Source: an optimization exercise on an open RTL-to-GDS flow (aim: small area and a short achievable clock period). Production flows keep margins and buffers that such runs may drop. The RTL was checked by simulation tests, not by an equivalence proof against the original design.

Setup of north:
## eqController
module eqController #(
    parameter int ADDR_WIDTH     = 6,
    parameter int GAIN_FRAC_BITS = 14
) (
    input  logic                  S_AXI_ACLK,
    input  logic                  S_AXI_ARESETN,
    input  logic                  wr,
    input  logic [ADDR_WIDTH-1:0] wrAddr,
    input  logic [31:0]           wrData,
    output logic                  adcReq,
    output logic [15:0]           adcCmd,
    input  logic                  adcAck,
    input  logic [15:0]           adcData,
    output logic                  dacReq,
    output logic [31:0]           dacWord,
    input  logic                  dacAck
);
    logic        enable;
    logic [15:0] gain0, gain1;
    logic        rst;
    logic        weEn, weG0, weG1;
    logic [15:0] gainIn;
    assign rst    = !S_AXI_ARESETN;
    assign weEn   = rst | (wr && wrAddr == ADDR_WIDTH'(4));
    assign weG0   = rst | (wr && wrAddr == ADDR_WIDTH'(6));
    assign weG1   = rst | (wr && wrAddr == ADDR_WIDTH'(7));
    assign gainIn = (wrData[15:0] & {16{~rst}}) | (16'h4000 & {16{rst}});
    always_ff @(posedge S_AXI_ACLK) begin
        if (weEn) enable <= wrData[0] & ~rst;
        if (weG0) gain0  <= gainIn;
        if (weG1) gain1  <= gainIn;
    end
    localparam logic [3:0] S_IDLE = 4'd0;
    localparam logic [3:0] S_AREQ = 4'd1;
    localparam logic [3:0] S_AREL = 4'd2;
    localparam logic [3:0] S_C0   = 4'd3;
  ...
For scale: ~720 cells after synthesis, ~89 flip-flops, about 0.0068 mm^2 of cells after synthesis.
clock: 7.0 ns
lec_check: 0
abc_area: 0
cap_margin: 0
core_margin: 2
core_utilization: 55
cts_buf_list: sky130_fd_sc_hd__clkbuf_4 sky130_fd_sc_hd__clkbuf_8
gpl_routability_driven: 0
place_density: 0.75
setup_slack_margin: 3.5
slew_margin: 0
tns_end_percent: 5
standard.sh (not shown) runs the stock make flow with config.mk's settings and CLKGATE_MAP_FILE= SYNTH_SCRIPT=/design/flow/synth_recipe.tcl, a recipe that flattens the netlist after the stock synthesis.
==> flow/flow/run.sh <==
#!/bin/bash
# The standard layout (standard.sh), with every input port buffered by a buf_1 cell
# and every output port by a buf_2 cell, instead of the delay buffer buffer_ports
# picks by default. The buffers are placed by flow/ports.tcl, sourced just before
# global placement, where the standard flow would call buffer_ports.
export DONT_BUFFER_PORTS=1
export PRE_GLOBAL_PLACE_TCL="$PWD/flow/ports.tcl"
bash standard.sh > standard.log 2>&1
==> flow/flow/ports.tcl <==
# Port buffers, as the standard flow's buffer_ports, with chosen cells.
puts "Perform port buffering (flow/ports.tcl)..."
buffer_ports -inputs -buffer_cell sky130_fd_sc_hd__buf_1
buffer_ports -outputs -buffer_cell sky130_fd_sc_hd__buf_2
Here is what was changed in the inputs of south compared with north.
- swapping 3.5 for 3 in SETUP_SLACK_MARGIN
- clearing GPL_ROUTABILITY_DRIVEN, which used to be 0
==> flow/flow/run.sh <==
#!/bin/bash
# The standard layout (standard.sh), with every port buffered by a buf_1 cell
# instead of the delay buffer that buffer_ports picks by default. The standard
# flow's own buffer_ports call places them (after global placement's
# remove_buffers), with this cell.
export BUFFER_PORTS_ARGS="-buffer_cell sky130_fd_sc_hd__buf_1"
bash standard.sh > standard.log 2>&1
removed: flow/flow/ports.tcl
- Per the final summary, south finished and its layout is clean on timing, DRC and antenna.
- Going from north to south, the final design utilization was found to have gone down by 2.2 points.
- Summary of south over north: depth of the most critical reg-to-reg path fell 1, post-route cell area shows a reduction of about 3.5%.
- The via count reported for south is lower than the one for north.
- Cell area after placement in south vs north: up 230 um^2
- Comparing north with south, the global-route usage came out essentially unchanged.
- | clock latency at the later pin of the worst-skew pair | north vs south | ≈ equal |
[inputs] east vs south
- swapping 3 for 4 in SETUP_SLACK_MARGIN
==> flow/flow/run.sh <==
#!/bin/bash
# The standard layout (standard.sh), with every input port buffered by a buf_1 cell
# and every output port by a buf_2 cell, instead of the delay buffer buffer_ports
# picks by default. The buffers are placed by flow/ports.tcl, sourced just before
# global placement, where the standard flow would call buffer_ports.
export DONT_BUFFER_PORTS=1
export PRE_GLOBAL_PLACE_TCL="$PWD/flow/ports.tcl"
bash standard.sh > standard.log 2>&1
==> flow/flow/ports.tcl (new file) <==
# Port buffers, as the standard flow's buffer_ports, with chosen cells.
puts "Perform port buffering (flow/ports.tcl)..."
buffer_ports -inputs -buffer_cell sky130_fd_sc_hd__buf_1
buffer_ports -outputs -buffer_cell sky130_fd_sc_hd__buf_2
[summary]
TritonCTS buffer count came out exactly the same in east and south. The number of hold violations in the final report of south and that of east are within noise of each other. Across both runs, number of nets in the final layout was lower for east than for south. south ended up with more cell instances than east did. Comparing east and south, area taken by multi-input logic gates is lower on south. Fraction of layout cells with a size suffix above 1 in east is 18 points above south.
## Diff of input files: west against east
- a change of SETUP_SLACK_MARGIN from 4 to 3.25
==> flow/flow/run.sh <==
#!/bin/bash
# The standard layout (standard.sh), with every port buffered by a buf_2 cell
# instead of the delay buffer that buffer_ports picks by default. The standard
# flow's own buffer_ports call places them (after global placement's
# remove_buffers), with this cell.
export BUFFER_PORTS_ARGS="-buffer_cell sky130_fd_sc_hd__buf_2"
bash standard.sh > standard.log 2>&1
removed: flow/flow/ports.tcl
==> run notes <==
Going from east to west, the final setup slack of the worst path was found to have gone down by 150 ps. Clock period minus final worst setup slack: west worse than east. Against east, west reports a wire length that is lower. In west the routed metal-1 wirelength turned out 360 um lower than in east. west ran to completion and came out clean on the timing, design-rule and antenna checks. Between west and east, the relative area of clock buffers and inverters in the final design does not differ in any meaningful way. Side by side, delay of the slowest critical-path stage turned out higher in west than in east. In the tables for east and west, via count of the routed design reads lower with west.
Edits applied to the flow inputs when going from west to middle:
- a change of SETUP_SLACK_MARGIN from 3.25 to 3.5
-- flow/flow/run.sh --
<<< west, line 2
# The standard layout (standard.sh), with every port buffered by a buf_2 cell
>>> middle, line 2
# The standard layout (standard.sh), with every port buffered by a buf_1 cell
<<< west, line 6
export BUFFER_PORTS_ARGS="-buffer_cell sky130_fd_sc_hd__buf_2"
>>> middle, line 6
export BUFFER_PORTS_ARGS="-buffer_cell sky130_fd_sc_hd__buf_1"
Findings:
Number of placed cells counting well taps: west vs middle identical. For the final critical-path required period, middle came in 100 ps lower than west did. From west to middle the numbers moved as follows: total non-filler cell area in the finished layout climbed 0.82%.

* * *

Another version of the RTL of eqController (not shown whole).
Size: roughly 700 cells after synthesis, ~89 flip-flops, roughly 6600 um^2 of cells after synthesis.
// eqController
module eqController #(
    parameter int ADDR_WIDTH     = 6,
    parameter int GAIN_FRAC_BITS = 14
) (
    input  logic                  S_AXI_ACLK,
    input  logic                  S_AXI_ARESETN,
    input  logic                  wr,
    input  logic [ADDR_WIDTH-1:0] wrAddr,
    input  logic [31:0]           wrData,
    output logic                  adcReq,
    output logic [15:0]           adcCmd,
    input  logic                  adcAck,
    input  logic [15:0]           adcData,
    output logic                  dacReq,
    output logic [31:0]           dacWord,
    input  logic                  dacAck
);
Settings: LEC_CHECK=0, ABC_AREA=0, CAP_MARGIN=0, CORE_MARGIN=2, CORE_UTILIZATION=55, CTS_BUF_LIST=sky130_fd_sc_hd__clkbuf_4 sky130_fd_sc_hd__clkbuf_8, CTS_CLUSTER_DIAMETER=100, CTS_CLUSTER_SIZE=30, PLACE_DENSITY=0.75, SETUP_SLACK_MARGIN=4, SLEW_MARGIN=0, TNS_END_PERCENT=5; clock period 7.0 ns.
==> flow/flow/run.sh <==
#!/bin/bash
# The standard layout (standard.sh), with every input port buffered by a buf_1 cell
# and every output port by a buf_2 cell, instead of the delay buffer buffer_ports
# picks by default. The buffers are placed by flow/ports.tcl, sourced just before
# global placement, where the standard flow would call buffer_ports.
export DONT_BUFFER_PORTS=1
export PRE_GLOBAL_PLACE_TCL="$PWD/flow/ports.tcl"
bash standard.sh > standard.log 2>&1
==> flow/flow/ports.tcl <==
# Port buffers, as the standard flow's buffer_ports, with chosen cells.
puts "Perform port buffering (flow/ports.tcl)..."
buffer_ports -inputs -buffer_cell sky130_fd_sc_hd__buf_1
buffer_ports -outputs -buffer_cell sky130_fd_sc_hd__buf_2
Change:
Settings changed: ABC_AREA 0 to 1, CAP_MARGIN 0 to 20, CTS_CLUSTER_DIAMETER 100 to unset, CTS_CLUSTER_SIZE 30 to unset, SETUP_SLACK_MARGIN 4 to 3, SLEW_MARGIN 0 to 20.
The new run completed with no timing, DRC or antenna violations.
Wire length is lower by about 2.3%.
Worst setup slack is worse by 230 ps.
Global-route usage is higher by 0.29 points.
Design area is lower by 3.0%.
Utilization is lower by 2.1 points.
Cell count is higher by 16%.
Worst hold slack is worse by 38 ps.
Via count is higher by about 5.5%.
Non-clock buffer count is lower by 17.
Change:
Settings changed: ABC_AREA 1 to 0, CAP_MARGIN 20 to 0, SETUP_SLACK_MARGIN 3 to 4, SLEW_MARGIN 20 to 0.
Effect:
- via count fell by 5.2%
- die area fell by 1.0%
- hold slack improved by 38 ps
- global-route usage fell by 0.29 points
- worst setup slack improved by 230 ps
- synthesized area fell by 1.0%
- core utilization rose by 2.1 points
Change:
Settings changed: ABC_AREA 0 to 1, CAP_MARGIN 0 to 20, SETUP_SLACK_MARGIN 4 to 3, SLEW_MARGIN 0 to 20, TNS_END_PERCENT 5 to unset.
The changed run passed the timing, design-rule and antenna checks.
Count of clock-buffer cells in the layout does not change.
Final area falls by 1.7%.
Final cell count is higher by 17%.
Sequential share of layout area is about the same.
Worst setup slack degrades by 200 ps.
Fmax is lower by 5.1%.
Routed wire length shrinks by 1.8%.
Core utilization fell by 1.3 points.
Global-route usage climbs by 0.29 points.
Non-clock buffer count is lower by 9.
Change:
Settings changed: ABC_AREA 1 to 0, CAP_MARGIN 20 to 0, CORE_UTILIZATION 55 to 60, PLACE_DENSITY 0.75 to 0.8, SETUP_SLACK_MARGIN 3 to 4, SLEW_MARGIN 20 to 0, TNS_END_PERCENT set to 5.
Effect:
- via count went down by 4.7%
- wire length rose by 1.9%
- flip-flop and latch count does not change
- maximum frequency rose by 3.2%

-- port drivers added, routing unchanged --
The results above use ideal ports. As a check the final layouts listed here were re-extracted and re-timed, cells and wires unchanged. Step 1, drivers: a clkbuf_16 drives S_AXI_ACLK and a buf_2 each remaining input, both assumed. Step 2, shift: input delay + t, output delay - t, t = (earliest + latest rising clock arrival at the registers) / 2. This alone moves slack from input paths to output paths. Three values: ideal, step 1, step 2; two values: the first two.
run | t (ns) | slack for setup (ns) | worst setup path after step 2 | worst data-port slew with drivers (ns)
north | 0.405 | 3.490 / 3.490 / 3.490 | register to register | 0.36
south | 0.398 | 3.219 / 3.219 / 3.219 | register to register | 0.04
east | 0.405 | 3.583 / 3.583 / 3.583 | register to register | 0.35
west | 0.410 | 3.429 / 3.429 / 3.429 | register to register | 0.04
middle | 0.397 | 3.533 / 3.533 / 3.533 | register to register | 0.04
the first run of note 2 | 0.393 | 3.388 / 3.388 / 3.299 | input to register | 0.38
the second run of note 2 | 0.420 | 3.153 / 3.153 / 3.153 | register to register | 0.33
the third run of note 2 | 0.393 | 3.388 / 3.388 / 3.299 | input to register | 0.38
the fourth run of note 2 | 0.418 | 3.193 / 3.193 / 3.193 | register to register | 0.34
the fifth run of note 2 | 0.391 | 3.312 / 3.312 / 3.312 | register to register | 0.38
After both steps every run listed still meets setup and hold.
